Context: an optimization exercise on an open-source flow, tuned for small area, a short achievable clock period and few clock cycles per item. The choices shown serve that exercise and are no tape-out recipe. Function was checked by simulation only, so behaviour that the tests miss may differ from the original. Power figures rest on the tool's default switching activity, not on a simulated workload.

## v44
// fpu_seq
module fpu_seq (
  input  logic        clk,
  input  logic        reset,
  input  logic        Start,
  input  logic [1:0]  FPUOp,
  input  logic [31:0] SrcA,
  input  logic [31:0] SrcB,
  output logic [31:0] Result,
  output logic        Done,
  output logic        Busy,
  output logic [3:0]  FPUFlags
);
  function automatic logic [4:0] lzc25(input logic [24:0] v);
    lzc25 = 5'd0;
    for (int i = 0; i < 25; i++) begin
      if (v[i]) lzc25 = 5'(24 - i);
    end
  endfunction
  logic [7:0]  w_expA, w_expB;
  logic [23:0] w_manA, w_manB;
  logic [24:0] w_mA, w_mB;
  logic        w_zeroA, w_zeroB;
  logic        w_isMul;
  logic        w_special;
  assign w_expA    = SrcA[30:23];
  assign w_expB    = SrcB[30:23];
  assign w_zeroA   = (w_expA == 8'd0);
  assign w_zeroB   = (w_expB == 8'd0);
  assign w_manA    = {!w_zeroA, w_zeroA ? 23'd0 : SrcA[22:0]};
  assign w_manB    = {!w_zeroB, w_zeroB ? 23'd0 : SrcB[22:0]};
  assign w_mA      = {w_manA, 1'b0};
  assign w_mB      = {w_manB, 1'b0};
  assign w_isMul   = (FPUOp == fpu_pkg::OP_FMUL);
  assign w_special = (FPUOp == fpu_pkg::OP_RSVD) ||
                     (w_expA == fpu_pkg::INF_EXP) || (w_expB == fpu_pkg::INF_EXP);
  logic [8:0]  w_dAB, w_dBA;
  logic        w_expLt, w_expEq;
  logic [7:0]  w_diff;
  logic [7:0]  w_addExp;
  logic        w_sub, w_near;
  assign w_dAB    = {1'b0, w_expA} - {1'b0, w_expB};
  assign w_dBA    = {1'b0, w_expB} - {1'b0, w_expA};
  assign w_expLt  = w_dAB[8];
  assign w_expEq  = (w_expA == w_expB);
  assign w_diff   = w_expLt ? w_dBA[7:0] : w_dAB[7:0];
  assign w_addExp = w_expLt ? w_expB : w_expA;
  assign w_sub    = SrcA[31] ^ SrcB[31];
  assign w_near   = w_sub && (w_diff[7:1] == 7'd0);
  logic        w_swap;
  logic [24:0] w_big, w_small, w_aligned;
  logic        w_bigSign;
  assign w_swap    = w_expLt || (w_expEq && (SrcA[22:0] < SrcB[22:0]));
  assign w_big     = w_swap ? w_mB : w_mA;
  assign w_small   = w_swap ? w_mA : w_mB;
  assign w_bigSign = w_swap ? SrcB[31] : SrcA[31];
  assign w_aligned = (w_diff >= 8'd26) ? 25'd0 : (w_small >> w_diff[4:0]);
  logic [24:0] w_nearMag;
  logic        w_nearZero;
  logic [4:0]  w_nearLz;
  ...
Settings: LEC_CHECK=0, ABC_AREA=1, CAP_MARGIN=20, CORE_MARGIN=2, CORE_UTILIZATION=40, SETUP_SLACK_MARGIN=5.0, SLEW_MARGIN=20; clock period 11.0 ns.
standard.sh (not shown) runs the stock make flow with config.mk's settings and CLKGATE_MAP_FILE= SYNTH_SCRIPT=/design/flow/synth_recipe.tcl, a recipe that flattens the netlist after the stock synthesis.
==> flow/flow/run.sh <==
#!/bin/bash
# The standard layout (the standard.sh: standard synthesis, then ORFS from
# floorplan to finish) with one change: the input and output port buffers that
# global placement inserts are sky130_fd_sc_hd__buf_4 cells instead of the
# default choice.
set -euo pipefail
bash standard.sh "BUFFER_PORTS_ARGS=-buffer_cell sky130_fd_sc_hd__buf_4" finish > run_make.log 2>&1
Testbench counts of v44, summed over its fixed seeds: cycles 3,200, ops 3,200.
Inputs modified between v44 and v52:
Settings: SETUP_SLACK_MARGIN changed from 5.0 to 3.0.
Results
Diff v44 -> v52: wire length lower, clock group share of total power higher, multi-input logic cell count lower, synthesis-to-layout area growth lower.
Here is what was changed in the inputs of v8 compared with v52.
Settings: SETUP_SLACK_MARGIN changed from 3.0 to 4.0; PLACE_DENSITY newly set to 0.8.
## What came out
- Between v52 and v8, largest net degree at the start of global routing increased.
- sky130_fd_sc_hd__fa_1 as the slowest cell on the critical path was reported by v8, and sky130_fd_sc_hd__buf_4 by v52.
- v8 — share of the cycle needed by the critical path after routing 4.7 points lower, v52 as reference
- In v8, total of plain and repair buffers excluding clock buffers is higher than in v52.
- Met1 wire length: v8 < v52
- Delta (v8 minus v52): power consumption moved down; overall track demand over capacity in global routing moved down; maximum fanout along the worst path moved down.
The inputs of v28 differ from those of v8 as listed below.
Settings: a deleted PLACE_DENSITY that had been 0.8.
--- outcome ---
- Critical path launch point: SrcB[11] -> v28, SrcB[15] -> v8
- In the metrics for v8 and v28, the one carrying the lower global-route usage is v8.
- Diff v8 -> v28: setup slack went up by 47 ps; layout overhead on the synthesized area has decreased.


## job 101
fpu_seq, a different RTL version from the one above (not shown whole).
Size in the first run: ~3400 cells after synthesis, ~78 flip-flops, about 110 I/O pins.
export LEC_CHECK = 0
export ABC_AREA = 1
export CAP_MARGIN = 20
export CORE_MARGIN = 2
export CORE_UTILIZATION = 40
export SETUP_SLACK_MARGIN = 4.25
export SLEW_MARGIN = 20
create_clock -name core_clock -period 11.0 [get_ports {clk}]
Scripts as last shown in full above: flow/flow/run.sh
Testbench counts of job 101, summed over its fixed seeds: cycles 3,200, ops 3,200.
Inputs modified between job 101 and job 102:
- swapping 4.25 for 4.5 in SETUP_SLACK_MARGIN
==> comparison <==
Job 102 against job 101: routed wire length up 2900 um, global-route met2 utilization increased 2.3 points. Row measured slew at the worst slew-check pin: job 102 lower / job 101 higher. Job 102 reports a higher final area than job 101 does. Taking job 101 as the reference, in job 102 setup slack after placement saw an increase; final period demand of the worst path saw a decrease; depth of the critical timing path with buffers and inverters included went up. Utilization after layout: job 102 vs job 101 up 1.7 points. The critical path startpoint comes out SrcB[5] in one run and SrcB[7] in the other, namely in job 101 and job 102 respectively. Job 102 reached the final stage; the timing, design-rule and antenna checks on its layout passed. Job 101 reached the final stage; the timing, design-rule and antenna checks on its layout passed.
Relative to job 102, the following input files were edited for job 103:
- swapping 4.5 for 4.0 in SETUP_SLACK_MARGIN
==> summary.txt <==
Result for job 102 and job 103: all clean
The start point of the critical path comes out SrcB[15] in one run and SrcB[7] in the other, namely in job 103 and job 102 respectively.
The faster design of the two is job 102; job 103 tops out lower.
The more densely filled core belongs to job 102, not job 103.
Higher clock power share goes to job 102 over job 103.
For job 103, the end point of the critical path was r_grpG[3], unlike job 102, where it was r_x[7].
Cell area after layout delta for job 103 relative to job 102: 3.7% lower
Input changes introduced in job 104 (baseline for comparison: job 103):
- SETUP_SLACK_MARGIN now 3.75, was 4.0
Findings:
Compared with job 103, job 104 supports a lower clock frequency.
Job 104 vs job 103 — last weighted congestion value of the routability-driven placer dropped slightly
The sequential portion of the cell area on job 104 is in line with that on job 103.
The lower total power draw came out of job 104.
Result: PASS for each of job 103 and job 104
On first-pass GRT wire length, job 104 does worse than job 103.

==> static timing again, ports no longer ideal <==
The flow's constraints put no driver on any port. The routed layouts listed below were extracted and timed again, unchanged, in two steps. Step 1: set_driving_cell puts a clkbuf_16 on clk and a buf_2 on each other input, an assumption about the parent block. Step 2, shift: input delay + t, output delay - t, t = (earliest + latest rising clock arrival at the registers) / 2. This alone moves slack from input paths to output paths. a / b / c = ideal ports / drivers / drivers and shift; a / b = the first two.
run	shift t [ns]	setup WS [ns]	hold slack, ns	worst setup path after step 2
v44	0.430	4.611 / 4.615 / 4.185	2.051 / 2.021 / 2.451	input to register
v52	0.450	3.562 / 3.593 / 3.144	2.039 / 2.007 / 2.456	input to register
v8	0.442	4.075 / 4.096 / 3.654	2.052 / 2.028 / 2.470	input to register
v28	0.450	4.122 / 4.162 / 3.712	2.048 / 2.014 / 2.464	input to register
job 101	0.439	4.430 / 4.412 / 3.973	2.051 / 2.018 / 2.457	input to register
job 102	0.442	4.569 / 4.530 / 4.128	2.053 / 2.021 / 2.462	input to register
job 103	0.447	4.185 / 4.213 / 3.766	2.052 / 2.011 / 2.458	input to register
job 104	0.435	4.002 / 4.036 / 3.601	2.058 / 2.027 / 2.462	input to register
After both steps setup and hold are still met in every run listed. For job 101, which loses most, drivers alone change the setup slack by -0.018 ns; drivers and shift together by -0.457 ns.
